From an optimization exercise on the open Yosys and OpenROAD flow, aimed at small area; shortcuts taken in it are not production practice. Only simulation tests tie the RTL to the original design; equivalence was not proved. Power and IR drop assume default switching activity.

==> trial 98: inputs <==
Design cfg_top, start of the top module:
module cfg_top #(
    parameter cfg_pkg::period_t CLEAR_PERIOD_RESET = 62500
) (
    input  logic                clk_pcie,
    input  logic                rst,
    input  logic                i_cmd_valid,
    output logic                o_cmd_ready,
    input  cfg_pkg::cmd_word_t  i_cmd_data,
    output logic                o_rsp_valid,
    input  logic                i_rsp_ready,
    output cfg_pkg::rsp_word_t  o_rsp_data,
    input  logic [15:0]         i_pcie_id,
    output logic                o_cfg_mgmt_rd_en,
    output logic                o_cfg_mgmt_wr_en,
    output cfg_pkg::dwaddr_t    o_cfg_mgmt_dwaddr,
    output cfg_pkg::dword_t     o_cfg_mgmt_di,
    output cfg_pkg::byte_en_t   o_cfg_mgmt_byte_en,
    output logic                o_cfg_mgmt_wr_readonly,
    output logic                o_cfg_mgmt_wr_rw1c_as_rw,
    input  cfg_pkg::dword_t     i_cfg_mgmt_do,
    input  logic                i_cfg_mgmt_rd_wr_done
);
    localparam int NB = cfg_pkg::REG_BYTES;      
    localparam logic [159:0] RW_RESET = {CLEAR_PERIOD_RESET,             
                                         16'h0000, 16'hf000,             
                                         32'h0,                          
                                         32'(cfg_pkg::REG_BYTES),        
                                         16'h0018,                       
                                         cfg_pkg::RW_MAGIC};             
    logic [159:0] rw_q;
    logic rd_en_q, wr_en_q, result_valid_q;
    logic busy;
    logic host_req, host_ready, timer_ready;
    logic tmr_req_q;
    logic [1:0] tmr_be_q;        
    logic [31:0] cnt_n_q;
    cfg_pkg::dword_t   result_data_q;
    cfg_pkg::dwaddr_t  result_dwaddr_q;
    cfg_pkg::byte_en_t result_be_q;
    logic [15:0] cmd_addr;
    logic [14:0] ofs;
    logic [7:0]  val_lo, val_hi, msk_lo, msk_hi;
    logic        fire, cmd_read, cmd_write;
    assign cmd_addr = i_cmd_data[31:16];
    assign ofs      = cmd_addr[14:0];
    assign val_lo   = i_cmd_data[63:56];
    assign val_hi   = i_cmd_data[55:48];
    assign msk_lo   = i_cmd_data[47:40];
    assign msk_hi   = i_cmd_data[39:32];
    assign busy = rd_en_q | wr_en_q;
    assign o_cmd_ready = ~(o_rsp_valid & ~i_rsp_ready) &
  ...
==> flow/config.mk <==
export PLATFORM = sky130hd
export DESIGN_NAME = cfg_top
export DESIGN_NICKNAME = cfg_top
export VERILOG_FILES = /design/flow/design.v
export SDC_FILE = /design/flow/constraint.sdc
export NUM_CORES = 4
export LEC_CHECK = 0
export CAP_MARGIN = 5
export CORE_MARGIN = 2
export CORE_UTILIZATION = 60
export GPL_TIMING_DRIVEN = 0
export PLACE_DENSITY = 0.75
export SLEW_MARGIN = 5
export SYNTH_HIERARCHICAL = 1
==> flow/constraint.sdc <==
create_clock -name core_clock -period 5.0 [get_ports {clk_pcie}]
set_input_delay 1.0000 -clock core_clock [delete_from_list [all_inputs] [get_ports {clk_pcie}]]
set_output_delay 1.0000 -clock core_clock [all_outputs]
set_load 0.01 [all_outputs]
standard.sh (not shown) runs the stock make flow with config.mk's settings and CLKGATE_MAP_FILE= SYNTH_SCRIPT=/design/flow/synth_recipe.tcl, a recipe that flattens the netlist after the stock synthesis.
==> flow/flow/run.sh <==
#!/bin/bash
# Standard layout, with the smallest buffer on every input and output port and a clock
# tree of few large leaf buffers without dummy loads.
set -euo pipefail
export BUFFER_PORTS_ARGS="-buffer_cell sky130_fd_sc_hd__buf_1"
export CTS_ARGS="-sink_clustering_enable -repair_clock_nets -dont_use_dummy_load -sink_clustering_size 30 -sink_clustering_max_diameter 80 -buf_list sky130_fd_sc_hd__clkbuf_16"
bash standard.sh > standard_flow.log 2>&1
==> build 73: changes against trial 98 <==
--- a/flow/design.v
+++ b/flow/design.v
@@ -64,17 +64,17 @@
                                          16'h0018,                       
                                          cfg_pkg::RW_MAGIC};             
     logic [159:0] rw_q;
     logic rd_en_q, wr_en_q, result_valid_q;
     logic busy;
     logic host_req, host_ready, timer_ready;
     logic tmr_req_q;
     logic [1:0] tmr_be_q;        
-    logic [31:0] cnt_n_q;
+    logic [31:0] count_q;
     cfg_pkg::dword_t   result_data_q;
     cfg_pkg::dwaddr_t  result_dwaddr_q;
     cfg_pkg::byte_en_t result_be_q;
     logic [15:0] cmd_addr;
     logic [14:0] ofs;
     logic [7:0]  val_lo, val_hi, msk_lo, msk_hi;
     logic        fire, cmd_read, cmd_write;
     assign cmd_addr = i_cmd_data[31:16];
@@ -321,69 +321,36 @@
             result_dwaddr_q <= o_cfg_mgmt_dwaddr;
             result_be_q     <= o_cfg_mgmt_byte_en;
         end
     end
     logic tmr_on, advance, expired;
     assign tmr_on  = rw_q[19] | rw_q[20];
     assign advance = tmr_on & ~fire & ~busy & ~tmr_req_q;
     logic        cnt_clr;
-    logic [32:0] cnt_b;          
-    logic [31:0] cnt_x;          
+    logic [31:0] cnt_s;          
+    logic [32:0] cnt_c;          
     logic [31:0] cnt_d;
     assign cnt_clr   = rst | ~tmr_on | tmr_req_q;
-    assign cnt_b[0]  = ~advance;
-    assign cnt_b[16] = ~advance | (|cnt_n_q[15:0]);
-    for (genvar i = 0; i < 32; i++) begin : g_dec
-        if (i % 2 == 0) begin : g_ev
-            assign cnt_x[i] = ~(cnt_n_q[i] ^ cnt_b[i]);
-            if (i != 15 && i != 31) begin : g_b
-                cfg_nor2 u_b (.a(cnt_n_q[i]), .b(cnt_b[i]), .y(cnt_b[i + 1]));
-            end
-        end else begin : g_od
-            assign cnt_x[i] = cnt_n_q[i] ^ cnt_b[i];
-            if (i != 15 && i != 31) begin : g_b
-                cfg_orn u_b (.a(cnt_n_q[i]), .b(cnt_b[i]), .y(cnt_b[i + 1]));
-            end
+    assign cnt_c[0]  = advance;
+    assign cnt_c[16] = advance & (&count_q[15:0]);
+    for (genvar i = 0; i < 32; i++) begin : g_inc
+        if (i == 15 || i == 31) begin : g_top
+            assign cnt_s[i] = count_q[i] ^ cnt_c[i];
+        end else begin : g_ha
+            cfg_ha u_ha (.a(count_q[i]), .b(cnt_c[i]), .s(cnt_s[i]), .co(cnt_c[i + 1]));
         end
     end
-    assign cnt_d = cnt_x | {32{cnt_clr}};
+    assign cnt_d = cnt_s & {32{~cnt_clr}};
     always_ff @(posedge clk_pcie) begin
-        cnt_n_q <= cnt_d;
-    end
-    logic [31:0] per;
-    logic [31:0] cg, cp;         
-    logic [32:0] cc;             
-    logic        hi_gen, hi_prop;
-    assign per = rw_q[128 +: 32];
-    for (genvar i = 0; i < 32; i++) begin : g_cmp
-        if (i == 0) begin : g_b0
-            cfg_nor2 u_c (.a(per[i]), .b(cnt_n_q[i]), .y(cc[i + 1]));
-        end else if (i == 16) begin : g_b16
-            cfg_nand2 u_g (.a(per[i]), .b(cnt_n_q[i]), .y(cg[i]));
-            cfg_nor2  u_p (.a(per[i]), .b(cnt_n_q[i]), .y(cp[i]));
-            assign cc[i + 1] = cg[i];
-        end else if (i % 2 == 0) begin : g_ev
-            cfg_and2  u_g (.a(per[i]), .b(cnt_n_q[i]), .y(cg[i]));
-            cfg_or2   u_p (.a(per[i]), .b(cnt_n_q[i]), .y(cp[i]));
-            cfg_o21ai u_c (.a1(cg[i]), .a2(cc[i]), .b1(cp[i]), .y(cc[i + 1]));
-        end else begin : g_od
-            cfg_nand2 u_g (.a(per[i]), .b(cnt_n_q[i]), .y(cg[i]));
-            cfg_nor2  u_p (.a(per[i]), .b(cnt_n_q[i]), .y(cp[i]));
-            cfg_o21ai u_c (.a1(cp[i]), .a2(cc[i]), .b1(cg[i]), .y(cc[i + 1]));
-        end
+        count_q <= cnt_d;
     end
-    always_comb begin
-        hi_prop = 1'b1;
-        for (int i = 16; i < 32; i++) begin
-            hi_prop = hi_prop & ((i % 2 == 0 && i != 16) ? (cp[i] & ~cg[i]) : (cg[i] & ~cp[i]));
-        end
-    end
-    assign hi_gen  = cc[32];
-    assign expired = ~(hi_gen | (hi_prop & cc[16]));
+    logic [32:0] cmp_sum;
+    assign cmp_sum = {1'b0, count_q} + {1'b0, ~rw_q[128 +: 32]};
+    assign expired = cmp_sum[32];
     always_ff @(posedge clk_pcie) begin
         if (rst) begin
             tmr_req_q <= 1'b0;
         end else if (advance && expired) begin
             tmr_req_q <= 1'b1;
         end else if (timer_ready) begin
             tmr_req_q <= 1'b0;
         end
@@ -431,32 +398,8 @@
     assign y = (a & b) | (a & c) | (b & c);
 endmodule
 module cfg_nor2 (
     input  logic a, b,
     output logic y
 );
     assign y = ~(a | b);
 endmodule
-module cfg_orn (
-    input  logic a, b,
-    output logic y
-);
-    assign y = a | ~b;
-endmodule
-module cfg_and2 (
-    input  logic a, b,
-    output logic y
-);
-    assign y = a & b;
-endmodule
-module cfg_or2 (
-    input  logic a, b,
-    output logic y
-);
-    assign y = a | b;
-endmodule
-module cfg_o21ai (
-    input  logic a1, a2, b1,
-    output logic y
-);
-    assign y = ~((a1 | a2) & b1);
-endmodule
- CAP_MARGIN: 5 -> 10
- CORE_UTILIZATION: 60 -> 55
- PLACE_DENSITY: 0.75 -> unset
- SLEW_MARGIN: 5 -> 10
==> build 56: changes against trial 98 <==
--- a/flow/design.v
+++ b/flow/design.v
@@ -64,17 +64,17 @@
                                          16'h0018,                       
                                          cfg_pkg::RW_MAGIC};             
     logic [159:0] rw_q;
     logic rd_en_q, wr_en_q, result_valid_q;
     logic busy;
     logic host_req, host_ready, timer_ready;
     logic tmr_req_q;
     logic [1:0] tmr_be_q;        
-    logic [31:0] cnt_n_q;
+    logic [31:0] count_q;
     cfg_pkg::dword_t   result_data_q;
     cfg_pkg::dwaddr_t  result_dwaddr_q;
     cfg_pkg::byte_en_t result_be_q;
     logic [15:0] cmd_addr;
     logic [14:0] ofs;
     logic [7:0]  val_lo, val_hi, msk_lo, msk_hi;
     logic        fire, cmd_read, cmd_write;
     assign cmd_addr = i_cmd_data[31:16];
@@ -320,70 +320,42 @@
             result_data_q   <= i_cfg_mgmt_do;
             result_dwaddr_q <= o_cfg_mgmt_dwaddr;
             result_be_q     <= o_cfg_mgmt_byte_en;
         end
     end
     logic tmr_on, advance, expired;
     assign tmr_on  = rw_q[19] | rw_q[20];
     assign advance = tmr_on & ~fire & ~busy & ~tmr_req_q;
-    logic        cnt_clr;
-    logic [32:0] cnt_b;          
-    logic [31:0] cnt_x;          
+    logic        cnt_clr, cnt_inc, cnt_hold;
+    logic [31:0] cnt_p1;         
+    logic [32:1] cnt_c;          
     logic [31:0] cnt_d;
-    assign cnt_clr   = rst | ~tmr_on | tmr_req_q;
-    assign cnt_b[0]  = ~advance;
-    assign cnt_b[16] = ~advance | (|cnt_n_q[15:0]);
-    for (genvar i = 0; i < 32; i++) begin : g_dec
-        if (i % 2 == 0) begin : g_ev
-            assign cnt_x[i] = ~(cnt_n_q[i] ^ cnt_b[i]);
-            if (i != 15 && i != 31) begin : g_b
-                cfg_nor2 u_b (.a(cnt_n_q[i]), .b(cnt_b[i]), .y(cnt_b[i + 1]));
-            end
-        end else begin : g_od
-            assign cnt_x[i] = cnt_n_q[i] ^ cnt_b[i];
-            if (i != 15 && i != 31) begin : g_b
-                cfg_orn u_b (.a(cnt_n_q[i]), .b(cnt_b[i]), .y(cnt_b[i + 1]));
-            end
+    assign cnt_clr  = rst | ~tmr_on | tmr_req_q;
+    assign cnt_inc  = advance & ~cnt_clr;
+    assign cnt_hold = ~advance & ~cnt_clr;
+    assign cnt_p1[0] = ~count_q[0];
+    assign cnt_c[1]  = count_q[0];
+    assign cnt_c[16] = &count_q[15:0];
+    for (genvar i = 1; i < 32; i++) begin : g_inc
+        if (i == 15) begin : g_lo_top
+            assign cnt_p1[i] = count_q[i] ^ cnt_c[i];
+        end else begin : g_ha
+            cfg_ha u_ha (.a(count_q[i]), .b(cnt_c[i]), .s(cnt_p1[i]), .co(cnt_c[i + 1]));
         end
     end
-    assign cnt_d = cnt_x | {32{cnt_clr}};
-    always_ff @(posedge clk_pcie) begin
-        cnt_n_q <= cnt_d;
-    end
-    logic [31:0] per;
-    logic [31:0] cg, cp;         
-    logic [32:0] cc;             
-    logic        hi_gen, hi_prop;
-    assign per = rw_q[128 +: 32];
-    for (genvar i = 0; i < 32; i++) begin : g_cmp
-        if (i == 0) begin : g_b0
-            cfg_nor2 u_c (.a(per[i]), .b(cnt_n_q[i]), .y(cc[i + 1]));
-        end else if (i == 16) begin : g_b16
-            cfg_nand2 u_g (.a(per[i]), .b(cnt_n_q[i]), .y(cg[i]));
-            cfg_nor2  u_p (.a(per[i]), .b(cnt_n_q[i]), .y(cp[i]));
-            assign cc[i + 1] = cg[i];
-        end else if (i % 2 == 0) begin : g_ev
-            cfg_and2  u_g (.a(per[i]), .b(cnt_n_q[i]), .y(cg[i]));
-            cfg_or2   u_p (.a(per[i]), .b(cnt_n_q[i]), .y(cp[i]));
-            cfg_o21ai u_c (.a1(cg[i]), .a2(cc[i]), .b1(cp[i]), .y(cc[i + 1]));
-        end else begin : g_od
-            cfg_nand2 u_g (.a(per[i]), .b(cnt_n_q[i]), .y(cg[i]));
-            cfg_nor2  u_p (.a(per[i]), .b(cnt_n_q[i]), .y(cp[i]));
-            cfg_o21ai u_c (.a1(cp[i]), .a2(cc[i]), .b1(cg[i]), .y(cc[i + 1]));
-        end
+    for (genvar i = 0; i < 32; i++) begin : g_cnt
+        cfg_ao22 u_d (.a1(cnt_inc), .a2(cnt_p1[i]), .b1(cnt_hold), .b2(count_q[i]), .y(cnt_d[i]));
     end
-    always_comb begin
-        hi_prop = 1'b1;
-        for (int i = 16; i < 32; i++) begin
-            hi_prop = hi_prop & ((i % 2 == 0 && i != 16) ? (cp[i] & ~cg[i]) : (cg[i] & ~cp[i]));
-        end
+    always_ff @(posedge clk_pcie) begin
+        count_q <= cnt_d;
     end
-    assign hi_gen  = cc[32];
-    assign expired = ~(hi_gen | (hi_prop & cc[16]));
+    logic [32:0] cmp_sum;
+    assign cmp_sum = {1'b0, count_q} + {1'b0, ~rw_q[128 +: 32]};
+    assign expired = cmp_sum[32];
     always_ff @(posedge clk_pcie) begin
         if (rst) begin
             tmr_req_q <= 1'b0;
         end else if (advance && expired) begin
             tmr_req_q <= 1'b1;
         end else if (timer_ready) begin
             tmr_req_q <= 1'b0;
         end
@@ -431,32 +403,8 @@
     assign y = (a & b) | (a & c) | (b & c);
 endmodule
 module cfg_nor2 (
     input  logic a, b,
     output logic y
 );
     assign y = ~(a | b);
 endmodule
-module cfg_orn (
-    input  logic a, b,
-    output logic y
-);
-    assign y = a | ~b;
-endmodule
-module cfg_and2 (
-    input  logic a, b,
-    output logic y
-);
-    assign y = a & b;
-endmodule
-module cfg_or2 (
-    input  logic a, b,
-    output logic y
-);
-    assign y = a | b;
-endmodule
-module cfg_o21ai (
-    input  logic a1, a2, b1,
-    output logic y
-);
-    assign y = ~((a1 | a2) & b1);
-endmodule
==> flow/flow/run.sh (replaced) <==
#!/bin/bash
# Standard layout, with the smallest buffer on every input and output port and a clock
# tree of few large leaf buffers without dummy loads.
set -euo pipefail
export BUFFER_PORTS_ARGS="-buffer_cell sky130_fd_sc_hd__buf_1"
export CTS_ARGS="-sink_clustering_enable -repair_clock_nets -dont_use_dummy_load -sink_clustering_size 30 -sink_clustering_max_diameter 80 -buf_list sky130_fd_sc_hd__clkbuf_16"
export RECOVER_POWER=100
bash standard.sh > standard_flow.log 2>&1
- CAP_MARGIN: 5 -> 10
- CORE_UTILIZATION: 60 -> 65
- PLACE_DENSITY: 0.75 -> unset
- SLEW_MARGIN: 5 -> 10
==> build 8: changes against trial 98 <==
- CAP_MARGIN: 5 -> 10
- SLEW_MARGIN: 5 -> 10
==> qor.txt <==
Gpl congestion: 0.9663
Synth top area cells: edfxtp_1 62%, nor2_1 6.8%, dfxtp_1 5.3%
Cell Pwr Density: 349.8 nW/um^2
Design area: 15670 sq um
Clk tree area frac: 0.02395
Port Buf Inserts: 186
Finished Layout Cells: 1678
Cells after DPL: 1663
Setup crit start kind: input port
Critical path depth: 9
Net Sw Power: 1.434 mW
Crit Path Max Fanout: 8
Status: no timing/DRC/antenna violations
the above is filed under trial 98

==> qor.txt <==
Status: failed layout checks
Layout violations: capacitance limit, slew limit
Pins Over Slew Limit: 135
Critical path depth: 12
Design area: 15820 sq um
Clk tree area frac: 0.02373
Port Buf Inserts: 185
Crit Path Max Fanout: 7
Synth top area cells: edfxtp_1 60%, nor2_1 5.8%, ha_1 5.3%
Gpl congestion: 0.9633
Finished Layout Cells: 1618
Chip width: 152.3 um
Max-cap violations: 8
Cells after DPL: 1603
the above is filed under build 56

==> qor.txt <==
Total negative slack: 0 ps
Status: no timing/DRC/antenna violations
Cell Pwr Density: 342.0 nW/um^2
Port Buf Inserts: 186
Cells after Synth: 1101
Net Sw Power: 1.407 mW
Synth top area cells: edfxtp_1 61%, nor2_1 5.7%, ha_1 5.4%
Initial antenna violation count: 0
Design area: 15880 sq um
Cells after DPL: 1627
Finished Layout Cells: 1642
Clk tree area frac: 0.02363
the above is filed under build 73

==> qor.txt <==
Crit Path Max Fanout: 8
Status: no timing/DRC/antenna violations
Clk tree area frac: 0.02398
Critical path depth: 10
Post-synthesis mux area share: 0.01570
Commonest non-fill, non-tap cell in the layout: edfxtp_1
Cell Pwr Density: 350.2 nW/um^2
Gpl congestion: 0.9663
Slowest cell on the critical path: nor3_1
Port Buf Inserts: 186
Post-layout util: 0.6871
Synth top area cells: edfxtp_1 62%, nor2_1 6.8%, dfxtp_1 5.3%
Finished Layout Cells: 1676
Setup crit start kind: input port
Net Sw Power: 1.439 mW
M1 GR Usage: 0.4560
Cells after DPL: 1661
the above is filed under build 8

-- afterwards: timing with drivers on the ports --
The flow's constraints put no driver on any port. The routed layouts listed below were extracted and timed again, unchanged, in two steps.
Step 1 sets driving cells, clkbuf_16 on the clock port and buf_2 on the other inputs (assumed; they add their load-dependent delay and slew).
Step 2 times the ports against the registers' clock, not the clock port: input delays grow and output delays shrink by t, the midpoint of the rising clock arrivals with the driver on.
Slacks: no drivers / after step 1 / after step 2; pairs: no drivers / after step 1.
run | shift t [ns] | setup WS [ns] | worst hold slack (ns) | worst setup path after step 2 | slew at the worst register clock pin (ns)
trial 98 | 0.545 | 0.880 / 0.903 / 0.358 | 0.453 / 0.453 / 0.453 | input to register | 0.12 / 0.12
build 73 | 0.553 | 0.269 / 0.269 / 0.046 | 0.464 / 0.464 / 0.464 | input to register | 0.12 / 0.12
build 56 | 0.553 | 0.719 / 0.751 / 0.198 | 0.457 / 0.457 / 0.457 | input to register | 0.11 / 0.11
build 8 | 0.546 | 0.938 / 0.961 / 0.415 | 0.451 / 0.451 / 0.451 | input to register | 0.11 / 0.11
The setup slack of build 8, which loses most, moves by +0.023 ns with the drivers and by -0.523 ns with both steps.
